Background: an optimization exercise with open tools, aiming at small area, a short achievable clock period and few clock cycles per item. Do not read the settings as production practice.
The RTL was checked by simulation tests, not by an equivalence proof against the original design.
Power and IR drop assume default switching activity.

==> flow/design.v (outline; a module is shown in full before it is edited, if it fits) <==
// module booth_recoder: 16 lines
// module booth_mult_top: 1558 lines
module booth_mult_top (
	input  logic                          clk,
	input  logic                          reset,
	input  logic                          in_valid,
	input  logic signed [16-1:0] multiplicand,
	input  logic signed [16-1:0] multiplier,
	output logic                          out_valid,
	output logic signed [32-1:0] product
);
  // ...
==> flow/flow/run.sh <==
#!/bin/bash
# Layout flow: the standard ORFS flow (standard.sh), unchanged synthesis, with these changes:
#  - after synthesis, polarity.py re-chooses the polarity of full adders and xor gates so that
#    fewer inverters are needed (registers and all other cells are left as they are);
#  - port buffers are buf_1 instead of the delay buffer that buffer_ports picks by default;
#  - clock tree: sink clusters of up to 32 registers under sky130_fd_sc_hd__clkbuf_16 leaves, no dummy loads.
# Each tool writes its full output to a log here: synth.log, polarity.log, standard.log
# (and ORFS's own logs under orfs/).
set -euo pipefail
R=orfs/results/sky130hd/booth_mult_top/base
bash standard.sh synth > synth.log 2>&1
cp $R/1_2_yosys.v $R/1_2_yosys_std.v
python3 flow/polarity.py $R/1_2_yosys_std.v $R/1_2_yosys.v > polarity.log 2>&1
rm -f $R/1_synth.odb $R/1_synth.sdc
export BUFFER_PORTS_ARGS="-buffer_cell sky130_fd_sc_hd__buf_1"
export CTS_ARGS="-sink_clustering_enable -repair_clock_nets -buf_list sky130_fd_sc_hd__clkbuf_16 -sink_clustering_size 32 -sink_clustering_max_diameter 80 -dont_use_dummy_load"
bash standard.sh > standard.log 2>&1
==> flow/flow/polarity.py <==
#!/usr/bin/env python3
"""Re-choose the polarity of full adders and xor gates in a mapped sky130 netlist so that fewer
inverters are needed.

usage: polarity.py IN.v OUT.v

A full adder with all three inputs inverted gives both outputs inverted, and an xor/xnor gate
can take in or give out either polarity by trading xor for xnor. Synthesis leaves inverters
between such cells; this picks a polarity per cell that needs the fewest inverters, removes the
old inverters and adds one inverter per net whose complement is still needed. Registers and
all other cells keep their polarity.
"""
import re
import sys
from collections import defaultdict

src = open(sys.argv[1]).read()
m = re.search(r'^(.*?\n)(\s*sky130_fd_sc_hd__.*?;\n)(\s*endmodule.*)$', src, re.S)
head = src[:src.index('  sky130_fd_sc_hd__')]
tail = src[src.rindex(');') + 3:]
cells = []
for cm in re.finditer(r'^\s*(sky130_fd_sc_hd__(\w+))\s+(\S+)\s*\((.*?)\);', src, re.S | re.M):
    pins = [(p, n.strip()) for p, n in re.findall(r'\.(\w+)\(([^()]*)\)', cm.group(4))]
    cells.append({'type': cm.group(1), 'base': cm.group(2), 'name': cm.group(3), 'pins': pins})

OUTP = {'X', 'Y', 'Q', 'Q_N', 'SUM', 'COUT', 'HI', 'LO'}
ports = set()
for d in re.findall(r'^\s*(?:input|output)\s+(?:\[[^\]]*\]\s*)?(\S+);', head, re.M):
    ports.add(d)


def is_port_net(n):
    base = n.split('[')[0].strip().lstrip('\\')
    return base in ports


def kind(c):
    b = c['base']
    if re.match(r'(clk)?inv_\d+$', b):
        return 'inv'
    if re.match(r'fa_\d+$', b):
        return 'fa'
    if re.match(r'x(n)?or2_\d+$', b):
        return 'xor'
    return 'fixed'


driver = {}
for i, c in enumerate(cells):
    for p, n in c['pins']:
        if p in OUTP:
            driver[n] = (i, p)

# inverters whose output is a port stay as they are
for c in cells:
    c['kind'] = kind(c)
    if c['kind'] == 'inv' and is_port_net(dict(c['pins'])['Y']):
        c['kind'] = 'fixed'


def root(n):
    """(root net, parity) following removable inverters back"""
    par = 0
    while n in driver and cells[driver[n][0]]['kind'] == 'inv':
        n = dict(cells[driver[n][0]]['pins'])['A']
        par ^= 1
    return n, par


# loads: (cell index, pin, root, parity)
loads = []
for i, c in enumerate(cells):
    if c['kind'] == 'inv':
        continue
    for p, n in c['pins']:
        if p in OUTP:
            continue
        if n.startswith("1'b") or n == '':
            loads.append((i, p, n, 0))
            continue
        r, par = root(n)
        loads.append((i, p, r, par))
# output ports driven through inverters are kept by the fixed inverters above; ports driven
# directly keep their driver.

flip = [0] * len(cells)
flippable = [i for i, c in enumerate(cells) if c['kind'] in ('fa', 'xor')]
by_root = defaultdict(list)
for k, (i, p, r, par) in enumerate(loads):
    by_root[r].append(k)
cell_loads = defaultdict(list)   # loads on cell i's inputs
for k, (i, p, r, par) in enumerate(loads):
    cell_loads[i].append(k)
cell_roots = defaultdict(set)    # roots driven by cell i
for n, (i, p) in driver.items():
    if cells[i]['kind'] != 'inv':
        cell_roots[i].add(n)


def drv_flip(r):
    if r in driver:
        i = driver[r][0]
        return flip[i]
    return 0


def need(k):
    """1 if load k needs the complement of what its root net carries"""
    i, p, r, par = loads[k]
    if r.startswith("1'b"):
        return 0
    if cells[i]['kind'] == 'xor':
        return 0
    want = par ^ (flip[i] if cells[i]['kind'] == 'fa' else 0)
    return want ^ drv_flip(r)


def root_cost(r):
    return 1 if any(need(k) for k in by_root[r]) else 0


def cost_around(i):
    rs = set(cell_roots[i])
    for k in cell_loads[i]:
        rs.add(loads[k][2])
    return sum(root_cost(r) for r in rs if not r.startswith("1'b"))


total = sum(root_cost(r) for r in by_root if not r.startswith("1'b"))
start = sum(1 for c in cells if c['kind'] == 'inv')
# local search: single-cell flips, sideways moves allowed, annealed; keep the best found
import math
import random
rng = random.Random(1)
cur = total
best = cur
best_flip = list(flip)
iters = int(__import__("os").environ.get("POL_ITERS", "40000"))
for it in range(iters):
    temp = 0.6 * (1 - it / iters) + 0.01
    i = flippable[rng.randrange(len(flippable))]
    before = cost_around(i)
    flip[i] ^= 1
    d = cost_around(i) - before
    if d <= 0 or rng.random() < math.exp(-d / temp):
        cur += d
        if cur < best:
            best = cur
            best_flip = list(flip)
    else:
        flip[i] ^= 1
flip = best_flip
passes = iters
total = sum(root_cost(r) for r in by_root if not r.startswith("1'b"))

# ---- emit ----
inv_of = {}
new_wires = []


def complement(r):
    if r not in inv_of:
        k = len(inv_of)
        n = f'polinv_{k}_n'
        inv_of[r] = n
        new_wires.append(n)
    return inv_of[r]


out_cells = []
for i, c in enumerate(cells):
    if c['kind'] == 'inv':
        continue
    pins = []
    xor_par = 0
    for p, n in c['pins']:
        if p in OUTP:
            pins.append((p, n))
            continue
        if n.startswith("1'b") or n == '':
            pins.append((p, n))
            continue
        r, par = root(n)
        have = drv_flip(r)
        if c['kind'] == 'xor':
            xor_par ^= par ^ have
            pins.append((p, r))
        else:
            want = par ^ (flip[i] if c['kind'] == 'fa' else 0)
            pins.append((p, complement(r) if want ^ have else r))
    typ = c['type']
    if c['kind'] == 'xor':
        if xor_par ^ flip[i]:
            typ = typ.replace('__xor2', '__XX').replace('__xnor2', '__xor2').replace('__XX', '__xnor2')
            # xor2 drives X, xnor2 drives Y
            outp = 'X' if '__xor2' in typ else 'Y'
            pins = [((outp if p in ('X', 'Y') else p), n) for p, n in pins]
    out_cells.append((typ, c['name'], pins))
for r, n in inv_of.items():
    out_cells.append(('sky130_fd_sc_hd__inv_1', f'polinv_{n.split("_")[1]}', [('A', r), ('Y', n)]))

lines = [head.rstrip('\n')]
for n in new_wires:
    lines.append(f'  wire {n};')
for typ, name, pins in out_cells:
    lines.append(f'  {typ} {name} (')
    lines.append(',\n'.join(f'    .{p}({n} )' if n.startswith('\\') else f'    .{p}({n})' for p, n in pins))
    lines.append('  );')
lines.append(tail.lstrip('\n').rstrip('\n'))
open(sys.argv[2], 'w').write('\n'.join(lines) + '\n')
sys.stderr.write(f'polarity: {start} inverters before, {len(inv_of)} after, '
                 f'{sum(flip)} of {len(flippable)} cells flipped, {passes} passes\n')
==> flow/standard.sh <==
#!/bin/bash
# synth_recipe.tcl (not shown) runs the flow's synth.tcl, then flattens the netlist and writes it again
# the make line also repeats each setting of config.mk as NAME=value (left out here)
make -C /OpenROAD-flow-scripts/flow DESIGN_CONFIG=/design/flow/config.mk WORK_HOME=/design/flow/orfs CLKGATE_MAP_FILE= SYNTH_SCRIPT=/design/flow/synth_recipe.tcl "${@:-finish}"
==> flow/config.mk <==
export PLATFORM = sky130hd
export DESIGN_NAME = booth_mult_top
export DESIGN_NICKNAME = booth_mult_top
export VERILOG_FILES = /design/flow/design.v
export SDC_FILE = /design/flow/constraint.sdc
export NUM_CORES = 4
export LEC_CHECK = 0
export CAP_MARGIN = 20
export CORE_MARGIN = 2
export CORE_UTILIZATION = 40
export SETUP_SLACK_MARGIN = 3.3
export SLEW_MARGIN = 20
==> flow/constraint.sdc <==
create_clock -name core_clock -period 5.5 [get_ports {clk}]
set_input_delay 1.1000 -clock core_clock [delete_from_list [all_inputs] [get_ports {clk}]]
set_output_delay 1.1000 -clock core_clock [all_outputs]
set_load 0.01 [all_outputs]
==> results.txt, run 1 <==
RSZ-0062 raised after global routing=yes; Slew Viols, Final=0; CP cell instances=ha_4 -> a211oi_4 -> nor3_4 -> o211ai_1 -> buf_4 -> a31oi_4 -> or3_4 -> a31oi_4 -> xnor2_1; cells after synthesis=884; post-route ant nets=0; Max Freq=0.4694 GHz; Worst EP arrival=2.45 ns; total number of vias=6284; Vias/cell=5.072; Final Skew=0.06143 ns; Hold Fails Final Rpt=0; Power Total=5.917 mW; Post-Syn Area=0.01049 mm2; r2r startpoint=pg_g0_0_q2; GRT Util Overall=15.98%; Final clock-cell share=3.039%; die height=165.9 um; critical path's top delay family=compound AO/OA/AOI/OAI gates; Non-clock buffer share=2.963%; Final Net Count=1083; drt first pass iters=5; 1st-iter DRT viols=423; status=timing/DRC/antenna clean; count of multi-input gates=557; setup ws final=3.370 ns; Layout Cells excl Fill=1239
Testbench counts, summed over its fixed seeds: cycles 24,024, items 24,000.
==> run 2, diff against run 1 <==
--- a/flow/design.v
+++ b/flow/design.v
@@ -470,16 +470,43 @@
 	logic pg_p0_27;
 	logic pg_g0_27;
 	logic pg_p0_28;
 	logic pg_g0_28;
 	logic pg_p0_29;
 	logic pg_g0_29;
 	logic pg_p0_30;
 	logic pg_g0_30;
+	logic lo_g1_1;
+	logic lo_p1_1;
+	logic lo_g1_3;
+	logic lo_p1_3;
+	logic lo_g1_5;
+	logic lo_p1_5;
+	logic lo_g2_2;
+	logic lo_p2_2;
+	logic lo_g2_3;
+	logic lo_p2_3;
+	logic lo_g2_6;
+	logic lo_p2_6;
+	logic lo_g3_4;
+	logic lo_p3_4;
+	logic lo_g3_5;
+	logic lo_p3_5;
+	logic lo_g3_6;
+	logic lo_p3_6;
+	logic lo_sum_0;
+	logic lo_sum_1;
+	logic lo_sum_2;
+	logic lo_sum_3;
+	logic lo_sum_4;
+	logic lo_sum_5;
+	logic lo_sum_6;
+	logic lo_gk_7;
+	logic lo_sum_7;
 	logic s63_q1;
 	logic s65_q1;
 	logic c60_q1;
 	logic s67_q1;
 	logic s69_q1;
 	logic c64_q1;
 	logic s71_q1;
 	logic s73_q1;
@@ -558,29 +585,29 @@
 	logic s223_q1;
 	logic c222_q1;
 	logic s225_q1;
 	logic c224_q1;
 	logic pg_p0_0_q1;
 	logic pp_0_1_q1;
 	logic pg_p0_2_q1;
 	logic pg_p0_3_q1;
-	logic pg_p0_30_q1;
 	logic pg_g0_0_q1;
 	logic pg_g0_2_q1;
 	logic pg_g0_3_q1;
+	logic pg_p0_30_q1;
 	logic pg_g0_30_q1;
-	logic pg_p0_0_q2;
-	logic pp_0_1_q2;
-	logic pg_p0_2_q2;
-	logic pg_p0_3_q2;
-	logic pg_p0_4_q2;
-	logic pg_p0_5_q2;
-	logic pg_p0_6_q2;
-	logic pg_p0_7_q2;
+	logic lo_sum_0_q2;
+	logic lo_sum_1_q2;
+	logic lo_sum_2_q2;
+	logic lo_sum_3_q2;
+	logic lo_sum_4_q2;
+	logic lo_sum_5_q2;
+	logic lo_sum_6_q2;
+	logic lo_sum_7_q2;
 	logic pg_p0_8_q2;
 	logic pg_p0_9_q2;
 	logic pg_p0_10_q2;
 	logic pg_p0_11_q2;
 	logic pg_p0_12_q2;
 	logic pg_p0_13_q2;
 	logic pg_p0_14_q2;
 	logic pg_p0_15_q2;
@@ -594,23 +621,17 @@
 	logic pg_p0_23_q2;
 	logic pg_p0_24_q2;
 	logic pg_p0_25_q2;
 	logic pg_p0_26_q2;
 	logic pg_p0_27_q2;
 	logic pg_p0_28_q2;
 	logic pg_p0_29_q2;
 	logic pg_p0_30_q2;
-	logic pg_g0_0_q2;
-	logic pg_g0_2_q2;
-	logic pg_g0_3_q2;
-	logic pg_g0_4_q2;
-	logic pg_g0_5_q2;
-	logic pg_g0_6_q2;
-	logic pg_g0_7_q2;
+	logic lo_gk_7_q2;
 	logic pg_g0_8_q2;
 	logic pg_g0_9_q2;
 	logic pg_g0_10_q2;
 	logic pg_g0_11_q2;
 	logic pg_g0_12_q2;
 	logic pg_g0_13_q2;
 	logic pg_g0_14_q2;
 	logic pg_g0_15_q2;
@@ -1054,16 +1075,43 @@
 	assign pg_p0_27 = s221_q1 ^ c220;
 	assign pg_g0_27 = s221_q1 & c220;
 	assign pg_p0_28 = s223_q1 ^ c222_q1;
 	assign pg_g0_28 = s223_q1 & c222_q1;
 	assign pg_p0_29 = s225_q1 ^ c224_q1;
 	assign pg_g0_29 = s225_q1 & c224_q1;
 	assign pg_p0_30 = pps_7 ^ c226;
 	assign pg_g0_30 = pps_7 & c226;
+	assign lo_g1_1 = 1'b0 | (pp_0_1_q1 & pg_g0_0_q1);
+	assign lo_p1_1 = pp_0_1_q1 & pg_p0_0_q1;
+	assign lo_g1_3 = pg_g0_3_q1 | (pg_p0_3_q1 & pg_g0_2_q1);
+	assign lo_p1_3 = pg_p0_3_q1 & pg_p0_2_q1;
+	assign lo_g1_5 = pg_g0_5 | (pg_p0_5 & pg_g0_4);
+	assign lo_p1_5 = pg_p0_5 & pg_p0_4;
+	assign lo_g2_2 = pg_g0_2_q1 | (pg_p0_2_q1 & lo_g1_1);
+	assign lo_p2_2 = pg_p0_2_q1 & lo_p1_1;
+	assign lo_g2_3 = lo_g1_3 | (lo_p1_3 & lo_g1_1);
+	assign lo_p2_3 = lo_p1_3 & lo_p1_1;
+	assign lo_g2_6 = pg_g0_6 | (pg_p0_6 & lo_g1_5);
+	assign lo_p2_6 = pg_p0_6 & lo_p1_5;
+	assign lo_g3_4 = pg_g0_4 | (pg_p0_4 & lo_g2_3);
+	assign lo_p3_4 = pg_p0_4 & lo_p2_3;
+	assign lo_g3_5 = lo_g1_5 | (lo_p1_5 & lo_g2_3);
+	assign lo_p3_5 = lo_p1_5 & lo_p2_3;
+	assign lo_g3_6 = lo_g2_6 | (lo_p2_6 & lo_g2_3);
+	assign lo_p3_6 = lo_p2_6 & lo_p2_3;
+	assign lo_sum_0 = pg_p0_0_q1 ^ 1'b0;
+	assign lo_sum_1 = pp_0_1_q1 ^ pg_g0_0_q1;
+	assign lo_sum_2 = pg_p0_2_q1 ^ lo_g1_1;
+	assign lo_sum_3 = pg_p0_3_q1 ^ lo_g2_2;
+	assign lo_sum_4 = pg_p0_4 ^ lo_g2_3;
+	assign lo_sum_5 = pg_p0_5 ^ lo_g3_4;
+	assign lo_sum_6 = pg_p0_6 ^ lo_g3_5;
+	assign lo_gk_7 = pg_g0_7 | (pg_p0_7 & lo_g3_6);
+	assign lo_sum_7 = pg_p0_7 ^ lo_g3_6;
 	always_ff @(posedge clk) begin
 		s63_q1 <= s63;
 		s65_q1 <= s65;
 		c60_q1 <= c60;
 		s67_q1 <= s67;
 		s69_q1 <= s69;
 		c64_q1 <= c64;
 		s71_q1 <= s71;
@@ -1143,31 +1191,31 @@
 		s223_q1 <= s223;
 		c222_q1 <= c222;
 		s225_q1 <= s225;
 		c224_q1 <= c224;
 		pg_p0_0_q1 <= pg_p0_0;
 		pp_0_1_q1 <= pp_0_1;
 		pg_p0_2_q1 <= pg_p0_2;
 		pg_p0_3_q1 <= pg_p0_3;
-		pg_p0_30_q1 <= pg_p0_30;
 		pg_g0_0_q1 <= pg_g0_0;
 		pg_g0_2_q1 <= pg_g0_2;
 		pg_g0_3_q1 <= pg_g0_3;
+		pg_p0_30_q1 <= pg_p0_30;
 		pg_g0_30_q1 <= pg_g0_30;
 	end
 	always_ff @(posedge clk) begin
-		pg_p0_0_q2 <= pg_p0_0_q1;
-		pp_0_1_q2 <= pp_0_1_q1;
-		pg_p0_2_q2 <= pg_p0_2_q1;
-		pg_p0_3_q2 <= pg_p0_3_q1;
-		pg_p0_4_q2 <= pg_p0_4;
-		pg_p0_5_q2 <= pg_p0_5;
-		pg_p0_6_q2 <= pg_p0_6;
-		pg_p0_7_q2 <= pg_p0_7;
+		lo_sum_0_q2 <= lo_sum_0;
+		lo_sum_1_q2 <= lo_sum_1;
+		lo_sum_2_q2 <= lo_sum_2;
+		lo_sum_3_q2 <= lo_sum_3;
+		lo_sum_4_q2 <= lo_sum_4;
+		lo_sum_5_q2 <= lo_sum_5;
+		lo_sum_6_q2 <= lo_sum_6;
+		lo_sum_7_q2 <= lo_sum_7;
 		pg_p0_8_q2 <= pg_p0_8;
 		pg_p0_9_q2 <= pg_p0_9;
 		pg_p0_10_q2 <= pg_p0_10;
 		pg_p0_11_q2 <= pg_p0_11;
 		pg_p0_12_q2 <= pg_p0_12;
 		pg_p0_13_q2 <= pg_p0_13;
 		pg_p0_14_q2 <= pg_p0_14;
 		pg_p0_15_q2 <= pg_p0_15;
@@ -1181,23 +1229,17 @@
 		pg_p0_23_q2 <= pg_p0_23;
 		pg_p0_24_q2 <= pg_p0_24;
 		pg_p0_25_q2 <= pg_p0_25;
 		pg_p0_26_q2 <= pg_p0_26;
 		pg_p0_27_q2 <= pg_p0_27;
 		pg_p0_28_q2 <= pg_p0_28;
 		pg_p0_29_q2 <= pg_p0_29;
 		pg_p0_30_q2 <= pg_p0_30_q1;
-		pg_g0_0_q2 <= pg_g0_0_q1;
-		pg_g0_2_q2 <= pg_g0_2_q1;
-		pg_g0_3_q2 <= pg_g0_3_q1;
-		pg_g0_4_q2 <= pg_g0_4;
-		pg_g0_5_q2 <= pg_g0_5;
-		pg_g0_6_q2 <= pg_g0_6;
-		pg_g0_7_q2 <= pg_g0_7;
+		lo_gk_7_q2 <= lo_gk_7;
 		pg_g0_8_q2 <= pg_g0_8;
 		pg_g0_9_q2 <= pg_g0_9;
 		pg_g0_10_q2 <= pg_g0_10;
 		pg_g0_11_q2 <= pg_g0_11;
 		pg_g0_12_q2 <= pg_g0_12;
 		pg_g0_13_q2 <= pg_g0_13;
 		pg_g0_14_q2 <= pg_g0_14;
 		pg_g0_15_q2 <= pg_g0_15;
@@ -1213,212 +1255,165 @@
 		pg_g0_25_q2 <= pg_g0_25;
 		pg_g0_26_q2 <= pg_g0_26;
 		pg_g0_27_q2 <= pg_g0_27;
 		pg_g0_28_q2 <= pg_g0_28;
 		pg_g0_29_q2 <= pg_g0_29;
 		pg_g0_30_q2 <= pg_g0_30_q1;
 	end
 	logic [31:0] sum_w;
+	assign sum_w[6:0] = {lo_sum_6_q2, lo_sum_5_q2, lo_sum_4_q2, lo_sum_3_q2, lo_sum_2_q2, lo_sum_1_q2, lo_sum_0_q2};
 	logic pf_g1_1;
-	assign pf_g1_1 = 1'b0 | (pp_0_1_q2 & pg_g0_0_q2);
+	assign pf_g1_1 = pg_g0_8_q2 | (pg_p0_8_q2 & lo_gk_7_q2);
 	logic pf_p1_1;
-	assign pf_p1_1 = pp_0_1_q2 & pg_p0_0_q2;
+	assign pf_p1_1 = pg_p0_8_q2 & lo_sum_7_q2;
 	logic pf_g1_3;
-	assign pf_g1_3 = pg_g0_3_q2 | (pg_p0_3_q2 & pg_g0_2_q2);
+	assign pf_g1_3 = pg_g0_10_q2 | (pg_p0_10_q2 & pg_g0_9_q2);
 	logic pf_p1_3;
-	assign pf_p1_3 = pg_p0_3_q2 & pg_p0_2_q2;
+	assign pf_p1_3 = pg_p0_10_q2 & pg_p0_9_q2;
 	logic pf_g1_5;
-	assign pf_g1_5 = pg_g0_5_q2 | (pg_p0_5_q2 & pg_g0_4_q2);
+	assign pf_g1_5 = pg_g0_12_q2 | (pg_p0_12_q2 & pg_g0_11_q2);
 	logic pf_p1_5;
-	assign pf_p1_5 = pg_p0_5_q2 & pg_p0_4_q2;
+	assign pf_p1_5 = pg_p0_12_q2 & pg_p0_11_q2;
 	logic pf_g1_7;
-	assign pf_g1_7 = pg_g0_7_q2 | (pg_p0_7_q2 & pg_g0_6_q2);
+	assign pf_g1_7 = pg_g0_14_q2 | (pg_p0_14_q2 & pg_g0_13_q2);
 	logic pf_p1_7;
-	assign pf_p1_7 = pg_p0_7_q2 & pg_p0_6_q2;
+	assign pf_p1_7 = pg_p0_14_q2 & pg_p0_13_q2;
 	logic pf_g1_9;
-	assign pf_g1_9 = pg_g0_9_q2 | (pg_p0_9_q2 & pg_g0_8_q2);
+	assign pf_g1_9 = pg_g0_16_q2 | (pg_p0_16_q2 & pg_g0_15_q2);
 	logic pf_p1_9;
-	assign pf_p1_9 = pg_p0_9_q2 & pg_p0_8_q2;
+	assign pf_p1_9 = pg_p0_16_q2 & pg_p0_15_q2;
 	logic pf_g1_11;
-	assign pf_g1_11 = pg_g0_11_q2 | (pg_p0_11_q2 & pg_g0_10_q2);
+	assign pf_g1_11 = pg_g0_18_q2 | (pg_p0_18_q2 & pg_g0_17_q2);
 	logic pf_p1_11;
-	assign pf_p1_11 = pg_p0_11_q2 & pg_p0_10_q2;
+	assign pf_p1_11 = pg_p0_18_q2 & pg_p0_17_q2;
 	logic pf_g1_13;
-	assign pf_g1_13 = pg_g0_13_q2 | (pg_p0_13_q2 & pg_g0_12_q2);
+	assign pf_g1_13 = pg_g0_20_q2 | (pg_p0_20_q2 & pg_g0_19_q2);
 	logic pf_p1_13;
-	assign pf_p1_13 = pg_p0_13_q2 & pg_p0_12_q2;
+	assign pf_p1_13 = pg_p0_20_q2 & pg_p0_19_q2;
 	logic pf_g1_15;
-	assign pf_g1_15 = pg_g0_15_q2 | (pg_p0_15_q2 & pg_g0_14_q2);
+	assign pf_g1_15 = pg_g0_22_q2 | (pg_p0_22_q2 & pg_g0_21_q2);
 	logic pf_p1_15;
-	assign pf_p1_15 = pg_p0_15_q2 & pg_p0_14_q2;
+	assign pf_p1_15 = pg_p0_22_q2 & pg_p0_21_q2;
 	logic pf_g1_17;
-	assign pf_g1_17 = pg_g0_17_q2 | (pg_p0_17_q2 & pg_g0_16_q2);
+	assign pf_g1_17 = pg_g0_24_q2 | (pg_p0_24_q2 & pg_g0_23_q2);
 	logic pf_p1_17;
-	assign pf_p1_17 = pg_p0_17_q2 & pg_p0_16_q2;
+	assign pf_p1_17 = pg_p0_24_q2 & pg_p0_23_q2;
 	logic pf_g1_19;
-	assign pf_g1_19 = pg_g0_19_q2 | (pg_p0_19_q2 & pg_g0_18_q2);
+	assign pf_g1_19 = pg_g0_26_q2 | (pg_p0_26_q2 & pg_g0_25_q2);
 	logic pf_p1_19;
-	assign pf_p1_19 = pg_p0_19_q2 & pg_p0_18_q2;
+	assign pf_p1_19 = pg_p0_26_q2 & pg_p0_25_q2;
 	logic pf_g1_21;
-	assign pf_g1_21 = pg_g0_21_q2 | (pg_p0_21_q2 & pg_g0_20_q2);
+	assign pf_g1_21 = pg_g0_28_q2 | (pg_p0_28_q2 & pg_g0_27_q2);
 	logic pf_p1_21;
-	assign pf_p1_21 = pg_p0_21_q2 & pg_p0_20_q2;
+	assign pf_p1_21 = pg_p0_28_q2 & pg_p0_27_q2;
 	logic pf_g1_23;
-	assign pf_g1_23 = pg_g0_23_q2 | (pg_p0_23_q2 & pg_g0_22_q2);
+	assign pf_g1_23 = pg_g0_30_q2 | (pg_p0_30_q2 & pg_g0_29_q2);
 	logic pf_p1_23;
-	assign pf_p1_23 = pg_p0_23_q2 & pg_p0_22_q2;
-	logic pf_g1_25;
-	assign pf_g1_25 = pg_g0_25_q2 | (pg_p0_25_q2 & pg_g0_24_q2);
-	logic pf_p1_25;
-	assign pf_p1_25 = pg_p0_25_q2 & pg_p0_24_q2;
-	logic pf_g1_27;
-	assign pf_g1_27 = pg_g0_27_q2 | (pg_p0_27_q2 & pg_g0_26_q2);
-	logic pf_p1_27;
-	assign pf_p1_27 = pg_p0_27_q2 & pg_p0_26_q2;
-	logic pf_g1_29;
-	assign pf_g1_29 = pg_g0_29_q2 | (pg_p0_29_q2 & pg_g0_28_q2);
-	logic pf_p1_29;
-	assign pf_p1_29 = pg_p0_29_q2 & pg_p0_28_q2;
-	logic pf_g1_31;
-	assign pf_g1_31 = 1'b0 | (1'b1 & pg_g0_30_q2);
-	logic pf_p1_31;
-	assign pf_p1_31 = 1'b1 & pg_p0_30_q2;
+	assign pf_p1_23 = pg_p0_30_q2 & pg_p0_29_q2;
 	logic pf_g2_2;
-	assign pf_g2_2 = pg_g0_2_q2 | (pg_p0_2_q2 & pf_g1_1);
+	assign pf_g2_2 = pg_g0_9_q2 | (pg_p0_9_q2 & pf_g1_1);
 	logic pf_p2_2;
-	assign pf_p2_2 = pg_p0_2_q2 & pf_p1_1;
+	assign pf_p2_2 = pg_p0_9_q2 & pf_p1_1;
 	logic pf_g2_3;
 	assign pf_g2_3 = pf_g1_3 | (pf_p1_3 & pf_g1_1);
 	logic pf_p2_3;
 	assign pf_p2_3 = pf_p1_3 & pf_p1_1;
 	logic pf_g2_6;
-	assign pf_g2_6 = pg_g0_6_q2 | (pg_p0_6_q2 & pf_g1_5);
+	assign pf_g2_6 = pg_g0_13_q2 | (pg_p0_13_q2 & pf_g1_5);
 	logic pf_p2_6;
-	assign pf_p2_6 = pg_p0_6_q2 & pf_p1_5;
+	assign pf_p2_6 = pg_p0_13_q2 & pf_p1_5;
 	logic pf_g2_7;
 	assign pf_g2_7 = pf_g1_7 | (pf_p1_7 & pf_g1_5);
 	logic pf_p2_7;
 	assign pf_p2_7 = pf_p1_7 & pf_p1_5;
 	logic pf_g2_10;
-	assign pf_g2_10 = pg_g0_10_q2 | (pg_p0_10_q2 & pf_g1_9);
+	assign pf_g2_10 = pg_g0_17_q2 | (pg_p0_17_q2 & pf_g1_9);
 	logic pf_p2_10;
-	assign pf_p2_10 = pg_p0_10_q2 & pf_p1_9;
+	assign pf_p2_10 = pg_p0_17_q2 & pf_p1_9;
 	logic pf_g2_11;
 	assign pf_g2_11 = pf_g1_11 | (pf_p1_11 & pf_g1_9);
 	logic pf_p2_11;
 	assign pf_p2_11 = pf_p1_11 & pf_p1_9;
 	logic pf_g2_14;
-	assign pf_g2_14 = pg_g0_14_q2 | (pg_p0_14_q2 & pf_g1_13);
+	assign pf_g2_14 = pg_g0_21_q2 | (pg_p0_21_q2 & pf_g1_13);
 	logic pf_p2_14;
-	assign pf_p2_14 = pg_p0_14_q2 & pf_p1_13;
+	assign pf_p2_14 = pg_p0_21_q2 & pf_p1_13;
 	logic pf_g2_15;
 	assign pf_g2_15 = pf_g1_15 | (pf_p1_15 & pf_g1_13);
 	logic pf_p2_15;
 	assign pf_p2_15 = pf_p1_15 & pf_p1_13;
 	logic pf_g2_18;
-	assign pf_g2_18 = pg_g0_18_q2 | (pg_p0_18_q2 & pf_g1_17);
+	assign pf_g2_18 = pg_g0_25_q2 | (pg_p0_25_q2 & pf_g1_17);
 	logic pf_p2_18;
-	assign pf_p2_18 = pg_p0_18_q2 & pf_p1_17;
+	assign pf_p2_18 = pg_p0_25_q2 & pf_p1_17;
 	logic pf_g2_19;
 	assign pf_g2_19 = pf_g1_19 | (pf_p1_19 & pf_g1_17);
 	logic pf_p2_19;
 	assign pf_p2_19 = pf_p1_19 & pf_p1_17;
 	logic pf_g2_22;
-	assign pf_g2_22 = pg_g0_22_q2 | (pg_p0_22_q2 & pf_g1_21);
+	assign pf_g2_22 = pg_g0_29_q2 | (pg_p0_29_q2 & pf_g1_21);
 	logic pf_p2_22;
-	assign pf_p2_22 = pg_p0_22_q2 & pf_p1_21;
+	assign pf_p2_22 = pg_p0_29_q2 & pf_p1_21;
 	logic pf_g2_23;
 	assign pf_g2_23 = pf_g1_23 | (pf_p1_23 & pf_g1_21);
 	logic pf_p2_23;
 	assign pf_p2_23 = pf_p1_23 & pf_p1_21;
-	logic pf_g2_26;
-	assign pf_g2_26 = pg_g0_26_q2 | (pg_p0_26_q2 & pf_g1_25);
-	logic pf_p2_26;
-	assign pf_p2_26 = pg_p0_26_q2 & pf_p1_25;
-	logic pf_g2_27;
-	assign pf_g2_27 = pf_g1_27 | (pf_p1_27 & pf_g1_25);
-	logic pf_p2_27;
-	assign pf_p2_27 = pf_p1_27 & pf_p1_25;
-	logic pf_g2_30;
-	assign pf_g2_30 = pg_g0_30_q2 | (pg_p0_30_q2 & pf_g1_29);
-	logic pf_p2_30;
-	assign pf_p2_30 = pg_p0_30_q2 & pf_p1_29;
-	logic pf_g2_31;
-	assign pf_g2_31 = pf_g1_31 | (pf_p1_31 & pf_g1_29);
-	logic pf_p2_31;
-	assign pf_p2_31 = pf_p1_31 & pf_p1_29;
 	logic pf_g3_4;
-	assign pf_g3_4 = pg_g0_4_q2 | (pg_p0_4_q2 & pf_g2_3);
+	assign pf_g3_4 = pg_g0_11_q2 | (pg_p0_11_q2 & pf_g2_3);
 	logic pf_p3_4;
-	assign pf_p3_4 = pg_p0_4_q2 & pf_p2_3;
+	assign pf_p3_4 = pg_p0_11_q2 & pf_p2_3;
 	logic pf_g3_5;
 	assign pf_g3_5 = pf_g1_5 | (pf_p1_5 & pf_g2_3);
 	logic pf_p3_5;
 	assign pf_p3_5 = pf_p1_5 & pf_p2_3;
 	logic pf_g3_6;
 	assign pf_g3_6 = pf_g2_6 | (pf_p2_6 & pf_g2_3);
 	logic pf_p3_6;
 	assign pf_p3_6 = pf_p2_6 & pf_p2_3;
 	logic pf_g3_7;
 	assign pf_g3_7 = pf_g2_7 | (pf_p2_7 & pf_g2_3);
 	logic pf_p3_7;
 	assign pf_p3_7 = pf_p2_7 & pf_p2_3;
 	logic pf_g3_12;
-	assign pf_g3_12 = pg_g0_12_q2 | (pg_p0_12_q2 & pf_g2_11);
+	assign pf_g3_12 = pg_g0_19_q2 | (pg_p0_19_q2 & pf_g2_11);
 	logic pf_p3_12;
-	assign pf_p3_12 = pg_p0_12_q2 & pf_p2_11;
+	assign pf_p3_12 = pg_p0_19_q2 & pf_p2_11;
 	logic pf_g3_13;
 	assign pf_g3_13 = pf_g1_13 | (pf_p1_13 & pf_g2_11);
 	logic pf_p3_13;
 	assign pf_p3_13 = pf_p1_13 & pf_p2_11;
 	logic pf_g3_14;
 	assign pf_g3_14 = pf_g2_14 | (pf_p2_14 & pf_g2_11);
 	logic pf_p3_14;
 	assign pf_p3_14 = pf_p2_14 & pf_p2_11;
 	logic pf_g3_15;
 	assign pf_g3_15 = pf_g2_15 | (pf_p2_15 & pf_g2_11);
 	logic pf_p3_15;
 	assign pf_p3_15 = pf_p2_15 & pf_p2_11;
 	logic pf_g3_20;
-	assign pf_g3_20 = pg_g0_20_q2 | (pg_p0_20_q2 & pf_g2_19);
+	assign pf_g3_20 = pg_g0_27_q2 | (pg_p0_27_q2 & pf_g2_19);
 	logic pf_p3_20;
-	assign pf_p3_20 = pg_p0_20_q2 & pf_p2_19;
+	assign pf_p3_20 = pg_p0_27_q2 & pf_p2_19;
 	logic pf_g3_21;
 	assign pf_g3_21 = pf_g1_21 | (pf_p1_21 & pf_g2_19);
 	logic pf_p3_21;
 	assign pf_p3_21 = pf_p1_21 & pf_p2_19;
 	logic pf_g3_22;
 	assign pf_g3_22 = pf_g2_22 | (pf_p2_22 & pf_g2_19);
 	logic pf_p3_22;
 	assign pf_p3_22 = pf_p2_22 & pf_p2_19;
 	logic pf_g3_23;
 	assign pf_g3_23 = pf_g2_23 | (pf_p2_23 & pf_g2_19);
 	logic pf_p3_23;
 	assign pf_p3_23 = pf_p2_23 & pf_p2_19;
-	logic pf_g3_28;
-	assign pf_g3_28 = pg_g0_28_q2 | (pg_p0_28_q2 & pf_g2_27);
-	logic pf_p3_28;
-	assign pf_p3_28 = pg_p0_28_q2 & pf_p2_27;
-	logic pf_g3_29;
-	assign pf_g3_29 = pf_g1_29 | (pf_p1_29 & pf_g2_27);
-	logic pf_p3_29;
-	assign pf_p3_29 = pf_p1_29 & pf_p2_27;
-	logic pf_g3_30;
-	assign pf_g3_30 = pf_g2_30 | (pf_p2_30 & pf_g2_27);
-	logic pf_p3_30;
-	assign pf_p3_30 = pf_p2_30 & pf_p2_27;
-	logic pf_g3_31;
-	assign pf_g3_31 = pf_g2_31 | (pf_p2_31 & pf_g2_27);
-	logic pf_p3_31;
-	assign pf_p3_31 = pf_p2_31 & pf_p2_27;
 	logic pf_g4_8;
-	assign pf_g4_8 = pg_g0_8_q2 | (pg_p0_8_q2 & pf_g3_7);
+	assign pf_g4_8 = pg_g0_15_q2 | (pg_p0_15_q2 & pf_g3_7);
 	logic pf_p4_8;
-	assign pf_p4_8 = pg_p0_8_q2 & pf_p3_7;
+	assign pf_p4_8 = pg_p0_15_q2 & pf_p3_7;
 	logic pf_g4_9;
 	assign pf_g4_9 = pf_g1_9 | (pf_p1_9 & pf_g3_7);
 	logic pf_p4_9;
 	assign pf_p4_9 = pf_p1_9 & pf_p3_7;
 	logic pf_g4_10;
 	assign pf_g4_10 = pf_g2_10 | (pf_p2_10 & pf_g3_7);
 	logic pf_p4_10;
 	assign pf_p4_10 = pf_p2_10 & pf_p3_7;
@@ -1438,51 +1433,23 @@
 	assign pf_g4_14 = pf_g3_14 | (pf_p3_14 & pf_g3_7);
 	logic pf_p4_14;
 	assign pf_p4_14 = pf_p3_14 & pf_p3_7;
 	logic pf_g4_15;
 	assign pf_g4_15 = pf_g3_15 | (pf_p3_15 & pf_g3_7);
 	logic pf_p4_15;
 	assign pf_p4_15 = pf_p3_15 & pf_p3_7;
 	logic pf_g4_24;
-	assign pf_g4_24 = pg_g0_24_q2 | (pg_p0_24_q2 & pf_g3_23);
+	assign pf_g4_24 = 1'b0 | (1'b1 & pf_g3_23);
 	logic pf_p4_24;
-	assign pf_p4_24 = pg_p0_24_q2 & pf_p3_23;
-	logic pf_g4_25;
-	assign pf_g4_25 = pf_g1_25 | (pf_p1_25 & pf_g3_23);
-	logic pf_p4_25;
-	assign pf_p4_25 = pf_p1_25 & pf_p3_23;
-	logic pf_g4_26;
-	assign pf_g4_26 = pf_g2_26 | (pf_p2_26 & pf_g3_23);
-	logic pf_p4_26;
-	assign pf_p4_26 = pf_p2_26 & pf_p3_23;
-	logic pf_g4_27;
-	assign pf_g4_27 = pf_g2_27 | (pf_p2_27 & pf_g3_23);
-	logic pf_p4_27;
-	assign pf_p4_27 = pf_p2_27 & pf_p3_23;
-	logic pf_g4_28;
-	assign pf_g4_28 = pf_g3_28 | (pf_p3_28 & pf_g3_23);
-	logic pf_p4_28;
-	assign pf_p4_28 = pf_p3_28 & pf_p3_23;
-	logic pf_g4_29;
-	assign pf_g4_29 = pf_g3_29 | (pf_p3_29 & pf_g3_23);
-	logic pf_p4_29;
-	assign pf_p4_29 = pf_p3_29 & pf_p3_23;
-	logic pf_g4_30;
-	assign pf_g4_30 = pf_g3_30 | (pf_p3_30 & pf_g3_23);
-	logic pf_p4_30;
-	assign pf_p4_30 = pf_p3_30 & pf_p3_23;
-	logic pf_g4_31;
-	assign pf_g4_31 = pf_g3_31 | (pf_p3_31 & pf_g3_23);
-	logic pf_p4_31;
-	assign pf_p4_31 = pf_p3_31 & pf_p3_23;
+	assign pf_p4_24 = 1'b1 & pf_p3_23;
 	logic pf_g5_16;
-	assign pf_g5_16 = pg_g0_16_q2 | (pg_p0_16_q2 & pf_g4_15);
+	assign pf_g5_16 = pg_g0_23_q2 | (pg_p0_23_q2 & pf_g4_15);
 	logic pf_p5_16;
-	assign pf_p5_16 = pg_p0_16_q2 & pf_p4_15;
+	assign pf_p5_16 = pg_p0_23_q2 & pf_p4_15;
 	logic pf_g5_17;
 	assign pf_g5_17 = pf_g1_17 | (pf_p1_17 & pf_g4_15);
 	logic pf_p5_17;
 	assign pf_p5_17 = pf_p1_17 & pf_p4_15;
 	logic pf_g5_18;
 	assign pf_g5_18 = pf_g2_18 | (pf_p2_18 & pf_g4_15);
 	logic pf_p5_18;
 	assign pf_p5_18 = pf_p2_18 & pf_p4_15;
@@ -1505,72 +1472,37 @@
 	logic pf_g5_23;
 	assign pf_g5_23 = pf_g3_23 | (pf_p3_23 & pf_g4_15);
 	logic pf_p5_23;
 	assign pf_p5_23 = pf_p3_23 & pf_p4_15;
 	logic pf_g5_24;
 	assign pf_g5_24 = pf_g4_24 | (pf_p4_24 & pf_g4_15);
 	logic pf_p5_24;
 	assign pf_p5_24 = pf_p4_24 & pf_p4_15;
-	logic pf_g5_25;
-	assign pf_g5_25 = pf_g4_25 | (pf_p4_25 & pf_g4_15);
-	logic pf_p5_25;
-	assign pf_p5_25 = pf_p4_25 & pf_p4_15;
-	logic pf_g5_26;
-	assign pf_g5_26 = pf_g4_26 | (pf_p4_26 & pf_g4_15);
-	logic pf_p5_26;
-	assign pf_p5_26 = pf_p4_26 & pf_p4_15;
-	logic pf_g5_27;
-	assign pf_g5_27 = pf_g4_27 | (pf_p4_27 & pf_g4_15);
-	logic pf_p5_27;
-	assign pf_p5_27 = pf_p4_27 & pf_p4_15;
-	logic pf_g5_28;
-	assign pf_g5_28 = pf_g4_28 | (pf_p4_28 & pf_g4_15);
-	logic pf_p5_28;
-	assign pf_p5_28 = pf_p4_28 & pf_p4_15;
-	logic pf_g5_29;
-	assign pf_g5_29 = pf_g4_29 | (pf_p4_29 & pf_g4_15);
-	logic pf_p5_29;
-	assign pf_p5_29 = pf_p4_29 & pf_p4_15;
-	logic pf_g5_30;
-	assign pf_g5_30 = pf_g4_30 | (pf_p4_30 & pf_g4_15);
-	logic pf_p5_30;
-	assign pf_p5_30 = pf_p4_30 & pf_p4_15;
-	logic pf_g5_31;
-	assign pf_g5_31 = pf_g4_31 | (pf_p4_31 & pf_g4_15);
-	logic pf_p5_31;
-	assign pf_p5_31 = pf_p4_31 & pf_p4_15;
-	assign sum_w[0] = pg_p0_0_q2 ^ 1'b0;
-	assign sum_w[1] = pp_0_1_q2 ^ pg_g0_0_q2;
-	assign sum_w[2] = pg_p0_2_q2 ^ pf_g1_1;
-	assign sum_w[3] = pg_p0_3_q2 ^ pf_g2_2;
-	assign sum_w[4] = pg_p0_4_q2 ^ pf_g2_3;
-	assign sum_w[5] = pg_p0_5_q2 ^ pf_g3_4;
-	assign sum_w[6] = pg_p0_6_q2 ^ pf_g3_5;
-	assign sum_w[7] = pg_p0_7_q2 ^ pf_g3_6;
-	assign sum_w[8] = pg_p0_8_q2 ^ pf_g3_7;
-	assign sum_w[9] = pg_p0_9_q2 ^ pf_g4_8;
-	assign sum_w[10] = pg_p0_10_q2 ^ pf_g4_9;
-	assign sum_w[11] = pg_p0_11_q2 ^ pf_g4_10;
-	assign sum_w[12] = pg_p0_12_q2 ^ pf_g4_11;
-	assign sum_w[13] = pg_p0_13_q2 ^ pf_g4_12;
-	assign sum_w[14] = pg_p0_14_q2 ^ pf_g4_13;
-	assign sum_w[15] = pg_p0_15_q2 ^ pf_g4_14;
-	assign sum_w[16] = pg_p0_16_q2 ^ pf_g4_15;
-	assign sum_w[17] = pg_p0_17_q2 ^ pf_g5_16;
-	assign sum_w[18] = pg_p0_18_q2 ^ pf_g5_17;
-	assign sum_w[19] = pg_p0_19_q2 ^ pf_g5_18;
-	assign sum_w[20] = pg_p0_20_q2 ^ pf_g5_19;
-	assign sum_w[21] = pg_p0_21_q2 ^ pf_g5_20;
-	assign sum_w[22] = pg_p0_22_q2 ^ pf_g5_21;
-	assign sum_w[23] = pg_p0_23_q2 ^ pf_g5_22;
-	assign sum_w[24] = pg_p0_24_q2 ^ pf_g5_23;
-	assign sum_w[25] = pg_p0_25_q2 ^ pf_g5_24;
-	assign sum_w[26] = pg_p0_26_q2 ^ pf_g5_25;
-	assign sum_w[27] = pg_p0_27_q2 ^ pf_g5_26;
-	assign sum_w[28] = pg_p0_28_q2 ^ pf_g5_27;
-	assign sum_w[29] = pg_p0_29_q2 ^ pf_g5_28;
-	assign sum_w[30] = pg_p0_30_q2 ^ pf_g5_29;
-	assign sum_w[31] = 1'b1 ^ pf_g5_30;
+	assign sum_w[7] = lo_sum_7_q2 ^ 1'b0;
+	assign sum_w[8] = pg_p0_8_q2 ^ lo_gk_7_q2;
+	assign sum_w[9] = pg_p0_9_q2 ^ pf_g1_1;
+	assign sum_w[10] = pg_p0_10_q2 ^ pf_g2_2;
+	assign sum_w[11] = pg_p0_11_q2 ^ pf_g2_3;
+	assign sum_w[12] = pg_p0_12_q2 ^ pf_g3_4;
+	assign sum_w[13] = pg_p0_13_q2 ^ pf_g3_5;
+	assign sum_w[14] = pg_p0_14_q2 ^ pf_g3_6;
+	assign sum_w[15] = pg_p0_15_q2 ^ pf_g3_7;
+	assign sum_w[16] = pg_p0_16_q2 ^ pf_g4_8;
+	assign sum_w[17] = pg_p0_17_q2 ^ pf_g4_9;
+	assign sum_w[18] = pg_p0_18_q2 ^ pf_g4_10;
+	assign sum_w[19] = pg_p0_19_q2 ^ pf_g4_11;
+	assign sum_w[20] = pg_p0_20_q2 ^ pf_g4_12;
+	assign sum_w[21] = pg_p0_21_q2 ^ pf_g4_13;
+	assign sum_w[22] = pg_p0_22_q2 ^ pf_g4_14;
+	assign sum_w[23] = pg_p0_23_q2 ^ pf_g4_15;
+	assign sum_w[24] = pg_p0_24_q2 ^ pf_g5_16;
+	assign sum_w[25] = pg_p0_25_q2 ^ pf_g5_17;
+	assign sum_w[26] = pg_p0_26_q2 ^ pf_g5_18;
+	assign sum_w[27] = pg_p0_27_q2 ^ pf_g5_19;
+	assign sum_w[28] = pg_p0_28_q2 ^ pf_g5_20;
+	assign sum_w[29] = pg_p0_29_q2 ^ pf_g5_21;
+	assign sum_w[30] = pg_p0_30_q2 ^ pf_g5_22;
+	assign sum_w[31] = 1'b1 ^ pf_g5_23;
 	always_ff @(posedge clk) begin
 		product <= sum_w;
 	end
 endmodule
==> flow/flow/run.sh (replaced) <==
#!/bin/bash
# Layout flow: the standard ORFS flow (standard.sh), unchanged synthesis, with these changes:
#  - after synthesis, polarity.py re-chooses the polarity of full adders and xor gates so that
#    fewer inverters are needed (registers and all other cells are left as they are);
#  - port buffers are buf_1 instead of the delay buffer that buffer_ports picks by default;
#  - clock tree: sink clusters of up to 20 registers under sky130_fd_sc_hd__clkbuf_8 leaves, no dummy loads.
# Each tool writes its full output to a log here: synth.log, polarity.log, standard.log
# (and ORFS's own logs under orfs/).
set -euo pipefail
R=orfs/results/sky130hd/booth_mult_top/base
bash standard.sh synth > synth.log 2>&1
cp $R/1_2_yosys.v $R/1_2_yosys_std.v
python3 flow/polarity.py $R/1_2_yosys_std.v $R/1_2_yosys.v > polarity.log 2>&1
rm -f $R/1_synth.odb $R/1_synth.sdc
export BUFFER_PORTS_ARGS="-buffer_cell sky130_fd_sc_hd__buf_1"
export CTS_ARGS="-sink_clustering_enable -repair_clock_nets -buf_list sky130_fd_sc_hd__clkbuf_8 -sink_clustering_size 20 -sink_clustering_max_diameter 60 -dont_use_dummy_load"
bash standard.sh > standard.log 2>&1
==> flow/config.mk (replaced) <==
export PLATFORM = sky130hd
export DESIGN_NAME = booth_mult_top
export DESIGN_NICKNAME = booth_mult_top
export VERILOG_FILES = /design/flow/design.v
export SDC_FILE = /design/flow/constraint.sdc
export NUM_CORES = 4
export LEC_CHECK = 0
export CAP_MARGIN = 20
export CORE_MARGIN = 2
export CORE_UTILIZATION = 40
export SETUP_SLACK_MARGIN = 3.5
export SLEW_MARGIN = 20
==> run 2 against run 1 <==
Core utilization is 4.1 points higher. Cell count up 3.6%. Clock power fell by 16%. Sequential power shrank 3%. Die area fell by 1.2%. Clock skew fell by 0.0017 ns. Global-route usage increased by 0.82 points. First-iteration DRC count grew 31%. Synthesized cell count is 2.1% lower. Sequential cell count is 6 lower. Largest power group unchanged.
==> results.txt, run 2 <==
Rel. slew slack=70.68%; setup ws final=3.406 ns (+0.03625 ns); CP max stage cell=dfxtp_1; data required time of the worst path=4.40 ns; core box area=0.02533 mm2; Worst Min Path Start=lo_sum_4_q2; drt first pass iters=5 (unchanged); WL final=23460 um; crit path kind=register to output port; commonest non-fill, non-tap cells in the layout=dfxtp_1, xnor2_1, a22oi_1; CTS root buffer=clkbuf_8; post-route ant nets=0 (unchanged); Power Density=467.6 mW/mm2; CP max stage delay=0.33 ns; TritonCTS clock tree=built; cells after synthesis=865 (-2.1%); critical path's top delay family=flip-flops; Critical Path Source Type=register; final worst path period share=38.08%; die width=164.9 um; ant diodes=0; routability cong.=0.8118; total placed cells including tap cells=1193; CP cell instances=buf_2; die area=0.02719 mm2; clock-pin slew on the worst setup and hold paths=0.10 ns; final-report setup violation count=0; Worst R2R Path Depth=6; Row Count=58; post-DP HPWL=14750 um; 1st-iter DRT viols=553 (+31%); syn_area_per_cell=11.97 um2; pin count of the biggest net entering global routing=21; Slew Viols, Final=0 (unchanged); Initial Util=40.89%; register with the most flip-flops=product; commonest non-fill, non-tap cell in the layout=dfxtp_1; placed inst area=0.01080 mm2; hold path cells=0; initial antenna violation count=0; H-tree Lvls=1; total CTS buffers=19; vias in the first global route=6533; leakage dissipation=4.899 nW; IO Port Bufs=67; Worst EP arrival=0.99 ns (-1.46 ns); I/O pins=68; CP endpoint kind=output port; post-synth net total=1045; Max Cap Viol=0; setup_tns=0 ns; grt ovf=0; Hold WS=0.3302 ns; final critical-path required period=2.094 ns; RSZ-0062 raised after global routing=yes; Post-CTS Hold Fix Bufs=0; r2r setup slk=3.41 ns; max reg flops=32; top flop regs=product: 32 flops, md_r: 16 flops; Syn. warnings=2; R2R Path End=s83_q1; Final Net Count=1136 (+4.9%); Remaining DRCs=0; wire length per cell=18.27 um; Bufs and invs on worst path=1; Layout Cells excl Fill=1284 (+3.6%); die height=164.9 um (-0.61%); Post-Syn Area=0.01036 mm2 (-1.3%); Hold Path End=product[4]; Vias/cell=5.232 (+3.2%); first-pass GRT wire length=35380 um; worst-margin pin slew=0.4369 ns; Max Freq=0.4775 GHz (+1.7%); CTS max path bufs=3; r2r startpoint=md_r[11]; status=timing/DRC/antenna clean; final non-filler cell area=0.01231 mm2; worst vdd ir=0.2598 mV; CTS Sinks=224; GRT Util Overall=16.80% (+0.82 points); Max FO, Critical Path=1; total number of vias=6718 (+6.9%); Hold Fails Final Rpt=0 (unchanged); pre-CTS WS=3.039 ns; Clock Latency Late Sink=0.53 ns; area grow syn2layout=18.82%; Final Skew=0.05973 ns (-0.001694 ns); Worst Hold Class=register to register; layout cells sized above 1=26.21%
## run 2: power breakdown
group / switching, mW / internal (mW) / total, mW / leakage (nW)
clock: 0.500 / 0.311 / 0.810 / 0.137
combinational: 1.10 / 1.15 / 2.25 / 2.86
sequential: 0.407 / 2.28 / 2.69 / 1.90
## run 2: what timing repair did
item | in CTS | in global routing
pin swaps | 10 | 63
gates resized for setup | 115 | 101
buffers inserted | 12 | 60
setup endpoints to repair | 96 | 73
## run 2: layer usage
| metal | global-route usage (%) | vias up | part of all wire (%) |
|---|---|---|---|
| li1 | - | 3085 | - |
| met1 | 22.70 | 3291 | 44 |
| met3 | 2.160 | 63 | 6.3 |
| met2 | 27.39 | 279 | 46 |
| met4 | 6.719 | 0 | 4.1 |
| met5 | 0 | - | 0 |
## run 2: area by class of cell
type | instances | area (um2)
Fill cell | 2241 | 13020
Multi-Input combinational cell | 547 | 5848
Sequential cell | 224 | 4634
Timing Repair Buffer | 142 | 1066
Tap cell | 330 | 412.9
Clock buffer | 19 | 261.5
Inverter | 22 | 82.58
## run 2: worst max-delay path by stage
stage | to | start | cells past startpoint
finish | product[0] | product[0] | 1
CTS | product[0] | product[0] | 1
global route | s87_q1 | md_r[11] | 6
global placement | s105_q1 | neg_r[2] | 4
detailed placement | s163_q1 | neg_r[4] | 3
floorplan | s83_q1 | md_r[6] | 6
## run 2: per-stage QoR
stage                     total power [mW]  utilization [%]
after floorplan                      4.128                -
after global placement               4.741            42.64
after detailed placement             4.784            42.64
after CTS                            5.679            44.89
after global routing                 6.332            48.59
final                                5.754            48.59
Testbench counts of run 2, summed over its fixed seeds: cycles 24,024, items 24,000.
==> run 3, diff against run 2 <==
--- a/flow/config.mk
+++ b/flow/config.mk
@@ -10,3 +10,3 @@
 export CORE_UTILIZATION = 40
-export SETUP_SLACK_MARGIN = 3.5
+export SETUP_SLACK_MARGIN = 3.3
 export SLEW_MARGIN = 20
==> run 3 against run 2 <==
Still clean on timing, DRC and antenna. Clock skew is 0.0035 ns lower. Largest power group unchanged. Maximum frequency is 1.6% lower. Setup slack lost 0.033 ns. Via count down 9.3%. Critical endpoint is now s79_q1. Largest cell class unchanged. Combinational power fell by 11%.
==> results.txt, run 3 <==
status=timing/DRC/antenna clean; final worst path period share=38.69% (+0.61 points); CP max stage cell=dfxtp_2; Pint=3.585 mW (-4.3%); Clock Latency Late Sink=0.54 ns (about the same); area grow syn2layout=7.406%; 1st-iter DRT viols=370 (-33%); data required time of the worst path=5.88 ns (+1.48 ns); IO Port Bufs=67 (unchanged); Layout Cells excl Fill=1213 (-5.5%); critical path's top delay family=adder cells; cells after synthesis=865 (unchanged); grt ovf=0 (unchanged); sequential share of power=48.7% (+1.9 points); logic gate share of total power=36.4% (-2.8 points); Max Freq=0.4700 GHz (-1.6%); CTS Sinks=224 (unchanged); CTS root buffer=clkbuf_8; Slew Viols, Final=0 (unchanged); drt first pass iters=6 (+1); final critical-path required period=2.128 ns (+0.03349 ns); CP dominant cell by count=fa_1; CP max stage delay=0.58 ns (+0.25 ns); clock-pin slew on the worst setup and hold paths=0.10 ns (about the same); Syn. warnings=2 (unchanged); wire length per cell=16.63 um (-8.9%); die area=0.02719 mm2 (unchanged); commonest non-fill, non-tap cells in the layout=dfxtp_1, xnor2_1, a22oi_1; total number of vias=6093 (-9.3%); commonest non-fill, non-tap cell in the layout=dfxtp_1; Net Sw Frac=34.85% (about the same); Initial Util=40.89% (unchanged); Hold Fails Final Rpt=0 (unchanged); worst-margin pin slew=0.6897 ns (+0.2528 ns); Rel. slew slack=53.96% (-17 points); first-pass GRT wire length=33490 um (-5.3%); layout cells sized above 1=8.834% (-17 points); I/O pins=68 (unchanged); Row Count=58 (unchanged); vias in the first global route=6396 (-2.1%); routability cong.=0.8036 (-1.0%); Max Cap Viol=0 (unchanged); Critical Path Source Type=register; Bufs and invs on worst path=0 (-1); worst vdd ir=0.2635 mV (+1.4%); Power Total=5.503 mW (-4.4%); postcts setup bufs=0 (-12); register with the most flip-flops=product; placed inst area=0.01077 mm2 (-0.27%); syn_area_per_cell=11.97 um2 (unchanged); die width=164.9 um (unchanged); top flop regs=product: 32 flops, md_r: 16 flops; Final Net Count=1065 (-6.3%); final non-filler cell area=0.01112 mm2 (-9.6%); pin count of the biggest net entering global routing=21 (unchanged); final-report setup violation count=0 (unchanged); P_sw=1.918 mW (-4.4%); Post-Syn Area=0.01036 mm2 (unchanged); total placed cells including tap cells=1193 (unchanged); r2r setup slk=3.37 ns (-0.03 ns); post-DP HPWL=14530 um (-1.5%); setup_tns=0 ns (unchanged); power share of the clock group=14.9% (+0.8 points); Remaining DRCs=0 (unchanged); Vias/cell=5.023 (-4.0%); crit path kind=register to register; Worst Hold Class=register to register; H-tree Lvls=1 (unchanged); CTS max path bufs=3 (unchanged); Worst EP arrival=2.51 ns (+1.52 ns); die height=164.9 um (unchanged); Max FO, Critical Path=16 (+15); Final Skew=0.05624 ns (-0.003495 ns); RSZ-0062 raised after global routing=yes; leakage dissipation=4.327 nW (-12%); GRT Util Overall=15.79% (-1.0 points); post-route ant nets=0 (unchanged); ant diodes=0 (unchanged); core box area=0.02533 mm2 (unchanged); total CTS buffers=20 (+1); WL final=20180 um (-14%); post-synth net total=1045 (unchanged); FILL cells=2344 (+4.6%); TritonCTS clock tree=built; initial antenna violation count=0 (unchanged); CP endpoint kind=register; Power Density=494.7 mW/mm2 (+5.8%); CP cell instances=a22oi_1 -> xnor2_1 -> fa_1 -> fa_1; max reg flops=32 (unchanged)
==> run 3: cell types whose count changed in the layout (fill, tap and decap cells not counted), moves of 10 or more <==
cell,change
buf_4,-50
a22oi_1,+34
a22oi_2,-34
buf_1,+31
dfxtp_4,-27
buf_6,-24
buf_2,-20
dfxtp_1,+18
xnor2_1,+10
xnor2_2,-10
==> run 3: final timing paths <==
| kind | start | end | cells past startpoint |
|---|---|---|---|
| setup / recovery | md_r[9] | s79_q1 | 4 |
| hold / removal | lo_sum_0_q2 | product[0] | 0 |
| setup reg to reg | md_r[9] | s79_q1 | 4 |
| hold reg to reg | lo_sum_0_q2 | product[0] | 0 |
==> run 3: worst register-to-register path, cell delays in order (launching register included) <==
cell and delay [ns]:
dfxtp_2 0.58, a22oi_1 0.18, xnor2_1 0.24, fa_1 0.51, fa_1 0.46
==> run 3: power by group through the flow <==
| stage | registers [mW] | logic [mW] | clock network [mW] |
|---|---|---|---|
| 2_1_floorplan | 2.62 | 1.49 | 0 |
| 6_report | 2.68 | 2.00 | 0.822 |
| 5_1_grt | 2.75 | 2.42 | 0.941 |
| 3_3_place_gp | 2.71 | 2.00 | 0 |
| 3_5_place_dp | 2.72 | 2.07 | 0 |
| 4_1_cts | 2.69 | 2.09 | 0.879 |
==> run 3: metal layers <==
metal / vias to the layer above / track usage (%) / wire, um
li1: 2940 / - / -
met1: 2962 / 20.97 / 9200
met2: 149 / 25.75 / 9259
met3: 42 / 2.587 / 1031
met4: 0 / 6.364 / 686
met5: - / 0 / 0
==> run 3: what timing repair did <==
| action | 4_1_cts | 5_1_grt |
|---|---|---|
| gates resized for setup | 33 | 14 |
| endpoints found under the setup margin | 39 | 26 |
| hold buffers | 0 | 0 |
==> run 3: layout make-up <==
type / count / area [um2] / area share [%]
inverters: 22 / 82.58 / 0.7424
multi-input cells: 547 / 5532 / 49.73
repair buffers: 70 / 276.5 / 2.486
clock buffers: 20 / 275.3 / 2.475
flip-flops and latches: 224 / 4544 / 40.85
well taps: 330 / 412.9 / 3.712
==> run 3: stage by stage <==
step	hold WS, ns	util (%)	worst slack [ns]
2_1_floorplan	0.3096	-	3.306
3_3_place_gp	0.3121	42.53	3.017
3_5_place_dp	0.3121	42.53	2.999
4_1_cts	0.3187	43.78	3.278
5_1_grt	0.3333	43.92	3.297
6_report	0.3149	43.92	3.372
==> run 4, diff against run 3 <==
--- a/flow/config.mk
+++ b/flow/config.mk
@@ -10,3 +10,3 @@
 export CORE_UTILIZATION = 40
-export SETUP_SLACK_MARGIN = 3.3
+export SETUP_SLACK_MARGIN = 3.4
 export SLEW_MARGIN = 20
==> run 4 against run 3 <==
Largest power group unchanged. Synthesized cell count did not move. Clock skew rose by 0.022 ns. Highest routed layer unchanged. First-iteration DRC count rose by 22%. Global-route usage rose by 0.49 points. Setup slack improved by 0.034 ns.
==> results.txt, run 4 <==
Vias/cell=5.117 (+1.9%); final worst path period share=38.08% (-0.61 points); met3 wire length=958 um (-7.1%); CTS max path bufs=3 (unchanged); Final Net Count=1068 (+0.28%); Syn. warnings=2 (unchanged); Hold Fails Final Rpt=0 (unchanged); CP endpoint kind=output port; CP max stage delay=0.33 ns (-0.25 ns); vias in the first global route=6344 (-0.81%); wire length per cell=17.27 um (+3.8%); setup_tns=0 ns (unchanged); final critical-path required period=2.094 ns (-0.03356 ns); status=timing/DRC/antenna clean; post-DP HPWL=14690 um (+1.1%); worst vdd ir=0.3202 mV (+22%); Hold Path End=product[1]; data required time of the worst path=4.40 ns (-1.48 ns); total CTS buffers=20 (unchanged); Initial Util=40.89% (unchanged); worst-margin pin slew=0.6462 ns (-0.04347 ns); die height=164.9 um (unchanged); core box area=0.02533 mm2 (unchanged); H-tree Lvls=1 (unchanged); Power Total=5.597 mW (+1.7%); drt first pass iters=6 (unchanged); IO Port Bufs=67 (unchanged); top flop regs=product: 32 flops, md_r: 16 flops; r2r startpoint=md_r[7]; Slew Viols, Final=0 (unchanged); crit path kind=register to output port; Rel. slew slack=56.86% (+2.9 points); layout cells sized above 1=14.00% (+5.2 points); Worst Hold Class=register to register; area grow syn2layout=9.110%; Clock Latency Late Sink=0.56 ns (+0.02 ns); 1st-iter DRT viols=452 (+22%); die area=0.02719 mm2 (unchanged); Critical Path Source Type=register; TritonCTS clock tree=built; cells after synthesis=865 (unchanged); post-route ant nets=0 (unchanged); Final Skew=0.07848 ns (+0.02224 ns); syn_area_per_cell=11.97 um2 (unchanged); met1 WL=9655 um (+4.9%); RSZ-0062 raised after global routing=yes; grt ovf=0 (unchanged); Max Freq=0.4775 GHz (+1.6%); Hold WS=0.3283 ns (+0.01345 ns); Max FO, Critical Path=1 (-15); I/O pins=68 (unchanged); leakage dissipation=4.451 nW (+2.9%); Row Count=58 (unchanged); Worst EP arrival=0.99 ns (-1.52 ns); max reg flops=32 (unchanged); CP cell instances=buf_6; R2R Path End=s131_q1; Power Density=495.3 mW/mm2 (+0.12%); r2r setup slk=3.46 ns (+0.09 ns); CP max stage cell=dfxtp_2; final core utilization=44.62% (+0.70 points); Worst R2R Path Depth=4 (unchanged); highest metal used=met4; ant diodes=0 (unchanged); Post-Syn Area=0.01036 mm2 (unchanged); commonest non-fill, non-tap cell in the layout=dfxtp_1; Max Cap Viol=0 (unchanged); Bufs and invs on worst path=1 (+1); post-synth net total=1045 (unchanged); CTS Sinks=224 (unchanged); Worst Min Path Start=lo_sum_1_q2; register with the most flip-flops=product; clock-pin slew on the worst setup and hold paths=0.11 ns (about the same); total number of vias=6222 (+2.1%); routability cong.=0.8132 (+1.2%); commonest non-fill, non-tap cells in the layout=dfxtp_1, xnor2_1, a22oi_1; final-report setup violation count=0 (unchanged); first-pass GRT wire length=34510 um (+3.0%); critical path's top delay family=flip-flops; Post-CTS Hold Fix Bufs=0 (unchanged); WL final=21000 um (+4.1%); GRT Util Overall=16.28% (+0.49 points); pin count of the biggest net entering global routing=21 (unchanged); WL met2=9903 um (+7.0%); CTS root buffer=clkbuf_8; initial antenna violation count=0 (unchanged); Remaining DRCs=0 (unchanged); hold path cells=0 (unchanged); die width=164.9 um (unchanged)
==> run 4: per-stage QoR <==
stage	area, um2	cells	setup slack, ns
detailed placement	10770	1193	2.967
global placement	10770	1193	3.048
finish	11300	1216	3.406
global route	11300	1216	3.347
CTS	11160	1213	3.375
floorplan	10420	865	3.406
==> run 4: per-layer routing <==
| metal | vias to the layer above | GRT usage (%) |
|---|---|---|
| li1 | 2947 | - |
| met1 | 3086 | 22.42 |
| met2 | 156 | 26.87 |
| met3 | 33 | 2.260 |
| met4 | 0 | 4.545 |
| met5 | - | 0 |
==> run 4: worst register-to-register path: cells and delay by family (launching register included) <==
kind                     cells  cell delay, ns
XOR/XNOR                     1            0.18
AO/OA/AOI/OAI                1            0.18
adder cells (fa/ha/maj)      2            1.05
flip-flops                   1            0.56
==> run 4: how the worst max path moves through the flow <==
stage,depth (start not counted),slack (ns),endpoint,from
after global routing,1,3.35,out_valid,out_valid
after floorplan,7,3.41,s105_q1,md_r[14]
after CTS,5,3.37,s105_q1,two_r[4]
final,1,3.41,product[6],product[6]
after global placement,3,3.05,s163_q1,neg_r[4]
after detailed placement,3,2.97,s163_q1,neg_r[4]
==> run 4: report_power, final <==
part	internal, mW	switching (mW)	total [mW]
clock	0.326	0.506	0.832
combinational	1.04	1.02	2.07
sequential	2.28	0.418	2.70
==> run 4: what timing repair did <==
action	4_1_cts	5_1_grt
buffers inserted	0	3
gates resized for setup	73	47
pin swaps	0	1
gates cloned	0	0
setup endpoints to repair	77	50
==> run 4: final cells by class <==
type / instances / area (um2)
multi-input cells: 547 / 5532
flip-flops and latches: 224 / 4612
well taps: 330 / 412.9
clock buffers: 20 / 275.3
inverters: 22 / 82.58
fillers: 2372 / 14030
repair buffers: 73 / 385.4

[separate check: timing with driven ports]
In the flow no input, the clock included, has a driving cell. The finished layouts below were timed again as built, in two steps. Step 1, drivers: a clkbuf_16 drives clk and a buf_2 each remaining input, both assumed. Step 2, shift: input delay + t, output delay - t, t = (earliest + latest rising clock arrival at the registers) / 2. This alone moves slack from input paths to output paths. Three values: ideal ports, drivers, drivers and shift; two values: the first two.
| run | shift t [ns] | slack for setup (ns) | worst register clock-pin slew, ns |
|---|---|---|---|
| run 1 | 0.506 | 3.370 / 3.350 / 3.370 | 0.11 / 0.11 |
| run 2 | 0.548 | 3.406 / 3.362 / 3.406 | 0.11 / 0.11 |
| run 3 | 0.559 | 3.372 / 3.345 / 3.372 | 0.11 / 0.11 |
| run 4 | 0.559 | 3.406 / 3.365 / 3.464 | 0.11 / 0.11 |
After both steps setup and hold are still met in every run listed.
